From an optimization exercise on the open Yosys and OpenROAD flow, aimed at small area; shortcuts taken in it are not production practice. Only simulation tests tie the RTL to the original design; equivalence was not proved. Power figures rest on the tool's default switching activity, not on a simulated workload. No driver is modelled on the clock port, so clocking that relies on it looks cheaper here than on a real chip.

## rhd_recorder
module rhd_recorder (
    input  wire                        clk,
    input  wire                        rstn,
    input  wire                        record_start,
    input  wire [4-1:0]  miso,
    output logic                       busy,
    output logic                       done,
    output logic                       cs,
    output logic                       sclk,
    output logic                       mosi,
    output rhd_pkg::channel_t          channel,
    output logic                       sample_valid,
    output rhd_pkg::sample_index_t     sample_index,
    output rhd_pkg::sample_t           sample_data
);
    localparam int XFER  = 2 * 2 * 16 + 3 + 3;    
    localparam int RING  = XFER - 1;                                                    
    localparam int FIRST = 2;                                          
    localparam int LAST  = 2 + 32 - 1;                  
    logic       strm;      
    logic [6:0] u;         
    logic       act;       
  ...
Size in the first run: ~4900 cells after synthesis, ~86000 sq um of cells after synthesis.
clock: 10.0 ns
lec_check: 0
cap_margin: 20
core_margin: 2
core_utilization: 65
cts_buf_list: sky130_fd_sc_hd__clkbuf_16
cts_cluster_diameter: 70
cts_cluster_size: 32
place_density: 0.75
slew_margin: 20
standard.sh (not shown) runs the stock make flow with config.mk's settings and CLKGATE_MAP_FILE= SYNTH_SCRIPT=/design/flow/synth_recipe.tcl, a recipe that flattens the netlist after the stock synthesis.
==> flow/flow/run.sh <==
#!/bin/bash
# Standard layout with three changes:
#  - synthesis maps logic with an area-only ABC script (flow/abc_area_map.script);
#    everything else in synthesis is the standard script, so the registers are
#    the standard synthesis's;
#  - no dummy loads in the clock tree, larger leaf clusters;
#  - the smallest buffer on the ports.
set -euo pipefail
cd "$(dirname "$0")/.."
rm -rf synth_scripts
cp -r "$FLOW_HOME/scripts" synth_scripts
cp flow/abc_area_map.script synth_scripts/abc_speed.script
bash standard.sh "SCRIPTS_DIR=$PWD/synth_scripts" synth > flow_synth.log 2>&1
bash standard.sh \
  "CTS_ARGS=-sink_clustering_enable -repair_clock_nets -sink_clustering_size 36 -sink_clustering_max_diameter 90 -buf_list sky130_fd_sc_hd__clkbuf_16 -dont_use_dummy_load" \
  "BUFFER_PORTS_ARGS=-buffer_cell sky130_fd_sc_hd__buf_1" \
  finish > flow_make.log 2>&1
==> flow/flow/abc_area_map.script <==
strash
dc2
dch -f
map -a
topo
The baseline produced a clean layout.
Next try:
==> flow/flow/run.sh (replaced) <==
#!/bin/bash
# Standard layout with two CTS/port-buffer changes: no dummy loads in the
# clock tree, and the smallest buffer on the ports.
set -euo pipefail
cd "$(dirname "$0")/.."
bash standard.sh \
  "CTS_ARGS=-sink_clustering_enable -repair_clock_nets -sink_clustering_size 35 -sink_clustering_max_diameter 130 -buf_list sky130_fd_sc_hd__clkbuf_16 -dont_use_dummy_load" \
  "BUFFER_PORTS_ARGS=-buffer_cell sky130_fd_sc_hd__buf_1" \
  finish > flow_make.log 2>&1
--- a/flow/config.mk
+++ b/flow/config.mk
@@ -10 +10 @@
-export CORE_UTILIZATION = 65
+export CORE_UTILIZATION = 40
@@ -14 +13,0 @@
-export PLACE_DENSITY = 0.75
removed: flow/flow/abc_area_map.script
=> The changed run completed without violations; total power is about the same; clock-buffer cell count rose by 2; cell area went up by a few percent; die area came out higher by well over a third; worst setup slack improves by 0.25 ns; via count went down by a few percent; routed wire length falls by a few percent; register-to-register slack improves by 0.64 ns; synthesized cell count decreases by a few percent; global-route usage shrinks by 7.6 points.
Next try:
==> flow/flow/run.sh (replaced) <==
#!/bin/bash
# Standard layout with three changes:
#  - synthesis maps logic with an area-only ABC script (flow/abc_area_map.script);
#    everything else in synthesis is the standard script, so the registers are
#    the standard synthesis's;
#  - no dummy loads in the clock tree, larger leaf clusters;
#  - the smallest buffer on the ports.
set -euo pipefail
cd "$(dirname "$0")/.."
rm -rf synth_scripts
cp -r "$FLOW_HOME/scripts" synth_scripts
cp flow/abc_area_map.script synth_scripts/abc_speed.script
bash standard.sh "SCRIPTS_DIR=$PWD/synth_scripts" synth > flow_synth.log 2>&1
bash standard.sh \
  "CTS_ARGS=-sink_clustering_enable -repair_clock_nets -sink_clustering_size 37 -sink_clustering_max_diameter 90 -buf_list sky130_fd_sc_hd__clkbuf_16 -dont_use_dummy_load" \
  "BUFFER_PORTS_ARGS=-buffer_cell sky130_fd_sc_hd__buf_1" \
  finish > flow_make.log 2>&1
==> flow/flow/abc_area_map.script (new file) <==
strash
dc2
dch -f
map -a
topo
--- a/flow/config.mk
+++ b/flow/config.mk
@@ -10 +10 @@
-export CORE_UTILIZATION = 40
+export CORE_UTILIZATION = 55
@@ -13,0 +14 @@
+export PLACE_DENSITY = 0.65
Effect: The new run passed the timing, DRC and antenna checks; critical path depth is higher by 4; design area is lower by 2.2%; total power is lower by 1.5%; synthesized area is lower by 1.1%; register-to-register slack got worse by 0.41 ns; synthesized cell count is higher by 2.9%; hold slack got worse by 0.010 ns; routed wire length is lower by 2.1%; sequential power hardly moves; global-route usage is higher by 3.6 points; sequential cell count does not change.
Next try:
==> flow/flow/run.sh (replaced) <==
#!/bin/bash
# Standard layout with two CTS/port-buffer changes: no dummy loads in the
# clock tree, and the smallest buffer on the ports.
set -euo pipefail
cd "$(dirname "$0")/.."
bash standard.sh \
  "CTS_ARGS=-sink_clustering_enable -repair_clock_nets -sink_clustering_size 35 -sink_clustering_max_diameter 90 -buf_list sky130_fd_sc_hd__clkbuf_16 -dont_use_dummy_load" \
  "BUFFER_PORTS_ARGS=-buffer_cell sky130_fd_sc_hd__buf_1" \
  finish > flow_make.log 2>&1
--- a/flow/config.mk
+++ b/flow/config.mk
@@ -8 +8 @@
-export CAP_MARGIN = 20
+export CAP_MARGIN = 0
@@ -10 +10 @@
-export CORE_UTILIZATION = 55
+export CORE_UTILIZATION = 40
@@ -14,2 +14 @@
-export PLACE_DENSITY = 0.65
-export SLEW_MARGIN = 20
+export SLEW_MARGIN = 0
removed: flow/flow/abc_area_map.script
What happened: Die area is higher by well over a third. Maximum frequency is higher by a few percent. Core utilization is lower by 16 points. Design area is higher by a few percent.

* * *

Starting RTL as in the previous note.
clock: 10.0 ns
lec_check: 0
cap_margin: 20
core_margin: 2
core_utilization: 40
cts_buf_list: sky130_fd_sc_hd__clkbuf_16
cts_cluster_diameter: 70
cts_cluster_size: 32
slew_margin: 20
==> flow/flow/run.sh <==
#!/bin/bash
# Standard layout with two CTS/port-buffer changes: no dummy loads in the
# clock tree, and the smallest buffer on the ports.
set -euo pipefail
cd "$(dirname "$0")/.."
bash standard.sh \
  "CTS_ARGS=-sink_clustering_enable -repair_clock_nets -sink_clustering_size 32 -sink_clustering_max_diameter 70 -buf_list sky130_fd_sc_hd__clkbuf_16 -dont_use_dummy_load" \
  "BUFFER_PORTS_ARGS=-buffer_cell sky130_fd_sc_hd__buf_1" \
  finish > flow_make.log 2>&1
The starting point ran to the end with no violations.
Rerun with:
==> flow/flow/run.sh (replaced) <==
#!/bin/bash
# Standard layout with three changes:
#  - synthesis maps logic with an area-only ABC script (flow/abc_area_map.script);
#    everything else in synthesis is the standard script, so the registers are
#    the standard synthesis's;
#  - no dummy loads in the clock tree, larger leaf clusters;
#  - the smallest buffer on the ports.
set -euo pipefail
cd "$(dirname "$0")/.."
rm -rf synth_scripts
cp -r "$FLOW_HOME/scripts" synth_scripts
cp flow/abc_area_map.script synth_scripts/abc_speed.script
bash standard.sh "SCRIPTS_DIR=$PWD/synth_scripts" synth > flow_synth.log 2>&1
bash standard.sh \
  "CTS_ARGS=-sink_clustering_enable -repair_clock_nets -sink_clustering_size 36 -sink_clustering_max_diameter 130 -buf_list sky130_fd_sc_hd__clkbuf_16 -dont_use_dummy_load" \
  "BUFFER_PORTS_ARGS=-buffer_cell sky130_fd_sc_hd__buf_1" \
  finish > flow_make.log 2>&1
==> flow/flow/abc_area_map.script (new file) <==
strash
dc2
dch -f
map -a
topo
CORE_UTILIZATION = 55   (was 40)
PLACE_DENSITY = 0.65   (was unset)
Die area went down by a quarter to a third.
Routed wire length came out lower by a few percent.
Global-route usage came out higher by 3.7 points.
Final area came out lower by a few percent.
Hold slack improved by 0.036 ns.
Power goes down slightly.
Rerun with:
==> flow/flow/run.sh (replaced) <==
#!/bin/bash
# Standard layout with two CTS/port-buffer changes: no dummy loads in the
# clock tree, and the smallest buffer on the ports.
set -euo pipefail
cd "$(dirname "$0")/.."
bash standard.sh \
  "CTS_ARGS=-sink_clustering_enable -repair_clock_nets -sink_clustering_size 36 -sink_clustering_max_diameter 90 -buf_list sky130_fd_sc_hd__clkbuf_16 -dont_use_dummy_load" \
  "BUFFER_PORTS_ARGS=-buffer_cell sky130_fd_sc_hd__buf_1" \
  finish > flow_make.log 2>&1
removed: flow/flow/abc_area_map.script
What happened:
- final cell count shrinks by about 2.5%
- non-clock buffer count shrinks by 1
- area after synthesis grows by about 1.1%
- clock skew grows by 0.020 ns
- register-to-register slack is worse by 0.25 ns
- clock-buffer cell count grows by 2
- sequential power stays flat
- total power grows by about 0.3%
- worst setup slack is better by 0.36 ns
- utilization shrinks by 0.18 points
- routed wire length grows by about 1%
Rerun with:
==> flow/flow/run.sh (replaced) <==
#!/bin/bash
# Standard layout with three changes:
#  - synthesis maps logic with an area-only ABC script (flow/abc_area_map.script);
#    everything else in synthesis is the standard script, so the registers are
#    the standard synthesis's;
#  - no dummy loads in the clock tree, larger leaf clusters;
#  - the smallest buffer on the ports.
set -euo pipefail
cd "$(dirname "$0")/.."
rm -rf synth_scripts
cp -r "$FLOW_HOME/scripts" synth_scripts
cp flow/abc_area_map.script synth_scripts/abc_speed.script
bash standard.sh "SCRIPTS_DIR=$PWD/synth_scripts" synth > flow_synth.log 2>&1
bash standard.sh \
  "CTS_ARGS=-sink_clustering_enable -repair_clock_nets -sink_clustering_size 35 -sink_clustering_max_diameter 90 -buf_list sky130_fd_sc_hd__clkbuf_16 -dont_use_dummy_load" \
  "BUFFER_PORTS_ARGS=-buffer_cell sky130_fd_sc_hd__buf_1" \
  finish > flow_make.log 2>&1
==> flow/flow/abc_area_map.script (new file) <==
strash
dch
map -a
topo
Outcome:
- The new run completed without violations
- maximum frequency increases by 3.4%
- worst hold slack gains 0.023 ns
- setup slack gets better by 0.20 ns
- power is about the same
- final area decreases by 0.51%
- area after synthesis is lower by 0.87%
- register-to-register slack gains 0.07 ns
- global-route usage barely changes
Rerun with:
--- a/flow/flow/run.sh
+++ b/flow/flow/run.sh
@@ -13,5 +13,5 @@
 bash standard.sh "SCRIPTS_DIR=$PWD/synth_scripts" synth > flow_synth.log 2>&1
 bash standard.sh \
-  "CTS_ARGS=-sink_clustering_enable -repair_clock_nets -sink_clustering_size 35 -sink_clustering_max_diameter 90 -buf_list sky130_fd_sc_hd__clkbuf_16 -dont_use_dummy_load" \
+  "CTS_ARGS=-sink_clustering_enable -repair_clock_nets -sink_clustering_size 36 -sink_clustering_max_diameter 90 -buf_list sky130_fd_sc_hd__clkbuf_16 -dont_use_dummy_load" \
   "BUFFER_PORTS_ARGS=-buffer_cell sky130_fd_sc_hd__buf_1" \
   finish > flow_make.log 2>&1
==> flow/flow/abc_area_map.script (replaced) <==
strash
dc2
dch -f
map -a
topo
Non-clock buffer count came out lower by 5.
Utilization went down by 0.11 points.
Total power shrinks by 0.31%.
Worst setup slack got worse by 0.54 ns.
Via count came out lower by 1.3%.
Final cell count falls by 0.46%.
Area after synthesis hardly moves.
Synthesized cell count is lower by 0.56%.
Register-to-register slack improves by 0.17 ns.
Die area is about the same.
Rerun with:
==> flow/flow/run.sh (replaced) <==
#!/bin/bash
# Standard layout with two CTS/port-buffer changes: no dummy loads in the
# clock tree, and the smallest buffer on the ports.
set -euo pipefail
cd "$(dirname "$0")/.."
bash standard.sh \
  "CTS_ARGS=-sink_clustering_enable -repair_clock_nets -sink_clustering_size 37 -sink_clustering_max_diameter 70 -buf_list sky130_fd_sc_hd__clkbuf_16 -dont_use_dummy_load" \
  "BUFFER_PORTS_ARGS=-buffer_cell sky130_fd_sc_hd__buf_1" \
  finish > flow_make.log 2>&1
CORE_UTILIZATION = 40   (was 55)
PLACE_DENSITY = unset   (was 0.65)
removed: flow/flow/abc_area_map.script
Result: Power climbs slightly. First-iteration DRC count goes down by a few percent. Maximum frequency rises by a little under a tenth. Wire length came out higher slightly. Register-to-register slack is better by 0.45 ns. Critical path depth goes down by 4. Via count is lower slightly. Non-clock buffer count went up by 3. Die area went up by well over a third.

==> separate check: timing with driven ports <==
No port has a modelled driver above. Below, the same layouts with a new extraction and two added sets of constraints. Step 1: set_driving_cell puts a clkbuf_16 on clk and a buf_2 on each other input, an assumption about the parent block. Step 2 adds t to the input delays and takes it off the output delays; t is the mean of the earliest and latest rising clock arrival at the registers after step 1. Input paths then give back, and output paths get back, about the clock's delay inside the block. Three values: no drivers, after step 1, after step 2; two values: the first two.
run	shift t [ns]	setup WS [ns]	hold WS [ns]	clock arrival spread, ns	worst register clock-pin slew, ns
the first run of note 1	0.839	3.435 / 3.359 / 4.198	0.253 / 0.253 / 0.253	0.078 / 0.077	0.13 / 0.13
the second run of note 1	0.850	3.686 / 3.610 / 4.460	0.292 / 0.292 / 0.292	0.087 / 0.088	0.12 / 0.12
the third run of note 1	0.842	3.325 / 3.251 / 4.093	0.282 / 0.282 / 0.282	0.064 / 0.064	0.12 / 0.12
the fourth run of note 1	0.839	3.706 / 3.623 / 4.461	0.245 / 0.245 / 0.245	0.094 / 0.093	0.12 / 0.12
the first run of note 2	0.827	3.877 / 3.795 / 4.621	0.258 / 0.258 / 0.258	0.127 / 0.127	0.11 / 0.11
the second run of note 2	0.843	3.381 / 3.309 / 4.152	0.293 / 0.293 / 0.293	0.088 / 0.088	0.12 / 0.12
the third run of note 2	0.821	3.742 / 3.664 / 4.485	0.265 / 0.265 / 0.265	0.104 / 0.104	0.12 / 0.12
the fourth run of note 2	0.845	3.946 / 3.867 / 4.712	0.288 / 0.288 / 0.288	0.074 / 0.074	0.12 / 0.12
the fifth run of note 2	0.837	3.402 / 3.329 / 4.166	0.259 / 0.259 / 0.259	0.077 / 0.077	0.12 / 0.12
the sixth run of note 2	0.850	3.834 / 3.758 / 4.608	0.263 / 0.263 / 0.263	0.099 / 0.099	0.12 / 0.12
After both steps setup and hold are still met in every run listed.
